This is an optimization exercise on Yosys and OpenROAD, whose aim is small area, a short achievable clock period and few clock cycles per item, not a production implementation.
RTL that was checked went through simulation tests only; none was proved equivalent to the original.
Power figures rest on the tool's default switching activity, not on a simulated workload.

== the baseline ==
Design rgb565_to_bmp24_stream_writer, start of the top module:
module rgb565_to_bmp24_stream_writer (
  input  logic        clk_i,
  input  logic        rst_ni,
  input  logic        pix_valid_i,
  output logic        pix_ready_o,
  input  logic [15:0] pix_rgb565_i,
  output logic        out_valid_o,
  input  logic        out_ready_i,
  output logic [7:0]  out_byte_o,
  output logic        out_last_of_run_o,
  output logic        out_end_of_image_o,
  input  logic        cfg_we_i,
  input  logic [0:0]  cfg_idx_i,
  input  logic [12:0] cfg_data_i
);
For scale: roughly 670 cells after synthesis, ~47 I/O pins.
make LEC_CHECK=0 CAP_MARGIN=20 CORE_MARGIN=2 CORE_UTILIZATION=40 SLEW_MARGIN=20 finish   # period 9.0 ns
run.sh (not shown) runs the stock make flow with config.mk's settings and CLKGATE_MAP_FILE= SYNTH_SCRIPT=/design/flow/synth_recipe.tcl, a recipe that flattens the netlist after the stock synthesis.
### the baseline -> the candidate
- setting ABC_CLOCK_PERIOD_IN_PS to 2500 for the first time
- setting SETUP_SLACK_MARGIN to 5 for the first time
## What came out
Run comparison: the candidate last element of the critical path acc_q[7]$_SDFFCE_PP0P_; the baseline last element of the critical path acc_q[12]$_SDFFCE_PP0P_
From the baseline to the candidate the numbers moved as follows: maximum frequency saw an increase; minimum period implied by the final worst setup slack fell 0.46 ns; fraction of the core area covered by cells at the end of the flow climbed 0.15 points; via count ~0 delta.
The candidate vs the baseline, critical path class: reg2reg vs in2reg
No run of this note included a check of the RTL's function; only the layout flow was run.

* * *

rgb565_to_bmp24_stream_writer, a different RTL version from the one above (not shown whole).
Size in the first run: ~110 flip-flops.
export LEC_CHECK = 0
export ABC_CLOCK_PERIOD_IN_PS = 2500
export CAP_MARGIN = 20
export CORE_MARGIN = 2
export CORE_UTILIZATION = 40
export CTS_BUF_LIST = sky130_fd_sc_hd__clkbuf_8
export PLACE_DENSITY = 0.75
export SLEW_MARGIN = 20
export TNS_END_PERCENT = 0
create_clock -name core_clock -period 9.0 [get_ports {clk_i}]
standard.sh (not shown) runs the stock make flow with config.mk's settings and CLKGATE_MAP_FILE= SYNTH_SCRIPT=/design/flow/synth_recipe.tcl, a recipe that flattens the netlist after the stock synthesis.
==> flow/flow/run.sh <==
#!/bin/bash
# The standard layout, with plain buffers (buf_1) on the ports instead of the default port
# buffer cell (the resizer still sizes them up where timing needs it), and timing repair
# aiming for 6.3 ns of setup slack.
set -euo pipefail
bash standard.sh "BUFFER_PORTS_ARGS=-buffer_cell sky130_fd_sc_hd__buf_1" SETUP_SLACK_MARGIN=6.3 finish > standard_make.log 2>&1
Testbench counts at the start, summed over its fixed seeds: cycles 80,551, pixels 25,456.
==> next run, changes <==
- CORE_UTILIZATION: 40 -> 50
- PLACE_DENSITY: 0.75 -> not set
=>
- The new run completed with no timing, DRC or antenna violations
- sequential share of layout area goes up by 0.33 points
- wire length went up by about 8%
- power drops by 2.6%
- combinational power came out higher by about 2%
- via count is lower by 1.1%
- design area came out lower by about 0.8%
- count of clock-buffer cells in the layout stays the same
- synthesized area is unchanged
- critical path depth rose by 1
==> next run, changes <==
- CORE_UTILIZATION: 50 -> 40
- TNS_END_PERCENT: 0 -> not set
- setup slack improved by 0.12 ns
- die area rises by 24%
- count of clock-buffer cells in the layout does not change
- worst hold slack is about the same
- final area rises by 3.6%
- clock skew rises by 0.0055 ns
- synthesized cell count stays the same
- total power rises by about 0.8%
- routed wire length falls by 1.7%
==> next run, changes <==
==> flow/flow/run.sh (replaced) <==
#!/bin/bash
# The standard layout, with plain buffers (buf_1) on the ports instead of the default port
# buffer cell (the resizer still sizes them up where timing needs it), and timing repair
# aiming for 6.4 ns of setup slack.
set -euo pipefail
bash standard.sh "BUFFER_PORTS_ARGS=-buffer_cell sky130_fd_sc_hd__buf_1" SETUP_SLACK_MARGIN=6.4 finish > standard_make.log 2>&1
- TNS_END_PERCENT: not set -> 0
Worst setup slack gets better by 0.021 ns; sequential power is about the same; synthesized area stays the same; power is higher by a few percent; design area stays flat.

* * *

alpha:
Starting RTL as in the previous note.
Design rgb565_to_bmp24_stream_writer, start of the top module:
module rgb565_to_bmp24_stream_writer (
  input  logic        clk_i,
  input  logic        rst_ni,
  input  logic        pix_valid_i,
  output logic        pix_ready_o,
  input  logic [15:0] pix_rgb565_i,
  output logic        out_valid_o,
  input  logic        out_ready_i,
  output logic [7:0]  out_byte_o,
  output logic        out_last_of_run_o,
  output logic        out_end_of_image_o,
  input  logic        cfg_we_i,
  input  logic [0:0]  cfg_idx_i,
  input  logic [12:0] cfg_data_i
);
  function automatic logic [7:0] scale5(logic [4:0] v);
    logic [2:0] u;
    if (v >= 5'd31)      u = 3'd7;
    else if (v >= 5'd27) u = 3'd6;
    else if (v >= 5'd23) u = 3'd5;
    else if (v >= 5'd18) u = 3'd4;
    else if (v >= 5'd14) u = 3'd3;
    else if (v >= 5'd9)  u = 3'd2;
    else if (v >= 5'd5)  u = 3'd1;
    else                 u = 3'd0;
    scale5 = {v, u};
  endfunction
  function automatic logic [7:0] scale6(logic [5:0] v);
    logic [1:0] t;
    if (v == 6'd63)      t = 2'd3;
    else if (v >= 6'd42) t = 2'd2;
    else if (v >= 6'd21) t = 2'd1;
    else                 t = 2'd0;
    scale6 = {v, t};
  endfunction
  function automatic logic [11:0] clamp_dim(logic [12:0] d);
  ...
export LEC_CHECK = 0
export ABC_CLOCK_PERIOD_IN_PS = 2500
export CAP_MARGIN = 5
export CORE_MARGIN = 2
export CORE_UTILIZATION = 40
export CTS_BUF_LIST = sky130_fd_sc_hd__clkbuf_8
export SLEW_MARGIN = 5
export TNS_END_PERCENT = 0
create_clock -name core_clock -period 9.0 [get_ports {clk_i}]
==> flow/flow/run.sh <==
#!/bin/bash
# The standard layout, with plain buffers (buf_1) on the ports instead of the default port
# buffer cell (the resizer still sizes them up where timing needs it), and timing repair
# aiming for 6.3 ns of setup slack.
set -euo pipefail
bash standard.sh "BUFFER_PORTS_ARGS=-buffer_cell sky130_fd_sc_hd__buf_1" SETUP_SLACK_MARGIN=6.3 finish > standard_make.log 2>&1
Testbench counts of alpha, summed over its fixed seeds: cycles 80,551, pixels 25,456.
For beta, these inputs were changed with respect to alpha:
- changing CAP_MARGIN from 5 to 20
- changing SLEW_MARGIN from 5 to 20
==> flow/flow/run.sh <==
#!/bin/bash
# The standard layout, with plain buffers (buf_1) on the ports instead of the default port
# buffer cell (the resizer still sizes them up where timing needs it), and timing repair
# aiming for 6.3 ns of setup slack, without its last-gasp pass.
set -euo pipefail
bash standard.sh "BUFFER_PORTS_ARGS=-buffer_cell sky130_fd_sc_hd__buf_1" SETUP_SLACK_MARGIN=6.3 SKIP_LAST_GASP=1 finish > standard_make.log 2>&1
Results
- Diff alpha..beta | final cell count | unchanged
- beta -> alpha: final cell area excluding filler cells flat
- Diff alpha..beta | total power | unchanged
- From beta to alpha, routed via count did not move at all.

==> static timing again, ports no longer ideal <==
How much do the figures lean on ideal ports? The routed layouts below were timed once more, with nothing changed but the port constraints. Step 1 assumes that a clkbuf_16 drives the clock port and a buf_2 every other input. Step 2 adds t to the input delays and takes it off the output delays; t is the mean of the earliest and latest rising clock arrival at the registers after step 1. Input paths then give back, and output paths get back, about the clock's delay inside the block. a / b / c = ideal ports / drivers / drivers and shift; a / b = the first two.
run | t (ns) | setup slack, ns | slew at the worst register clock pin (ns)
the baseline | 0.406 | 4.724 / 4.746 / 4.339 | 0.08 / 0.08
the candidate | 0.404 | 5.182 / 5.182 / 4.817 | 0.08 / 0.08
the first run of note 2 | 0.431 | 6.243 / 6.223 / 6.131 | 0.11 / 0.11
the second run of note 2 | 0.431 | 6.147 / 6.147 / 6.132 | 0.11 / 0.11
the third run of note 2 | 0.429 | 6.267 / 6.229 / 6.116 | 0.11 / 0.11
the fourth run of note 2 | 0.418 | 6.288 / 6.251 / 6.142 | 0.11 / 0.11
alpha | 0.432 | 6.255 / 6.215 / 6.119 | 0.11 / 0.11
beta | 0.432 | 6.255 / 6.215 / 6.119 | 0.11 / 0.11
After both steps setup and hold are still met in every run listed. The setup slack of the baseline, which loses most, moves by +0.022 ns with the drivers and by -0.385 ns with both steps.
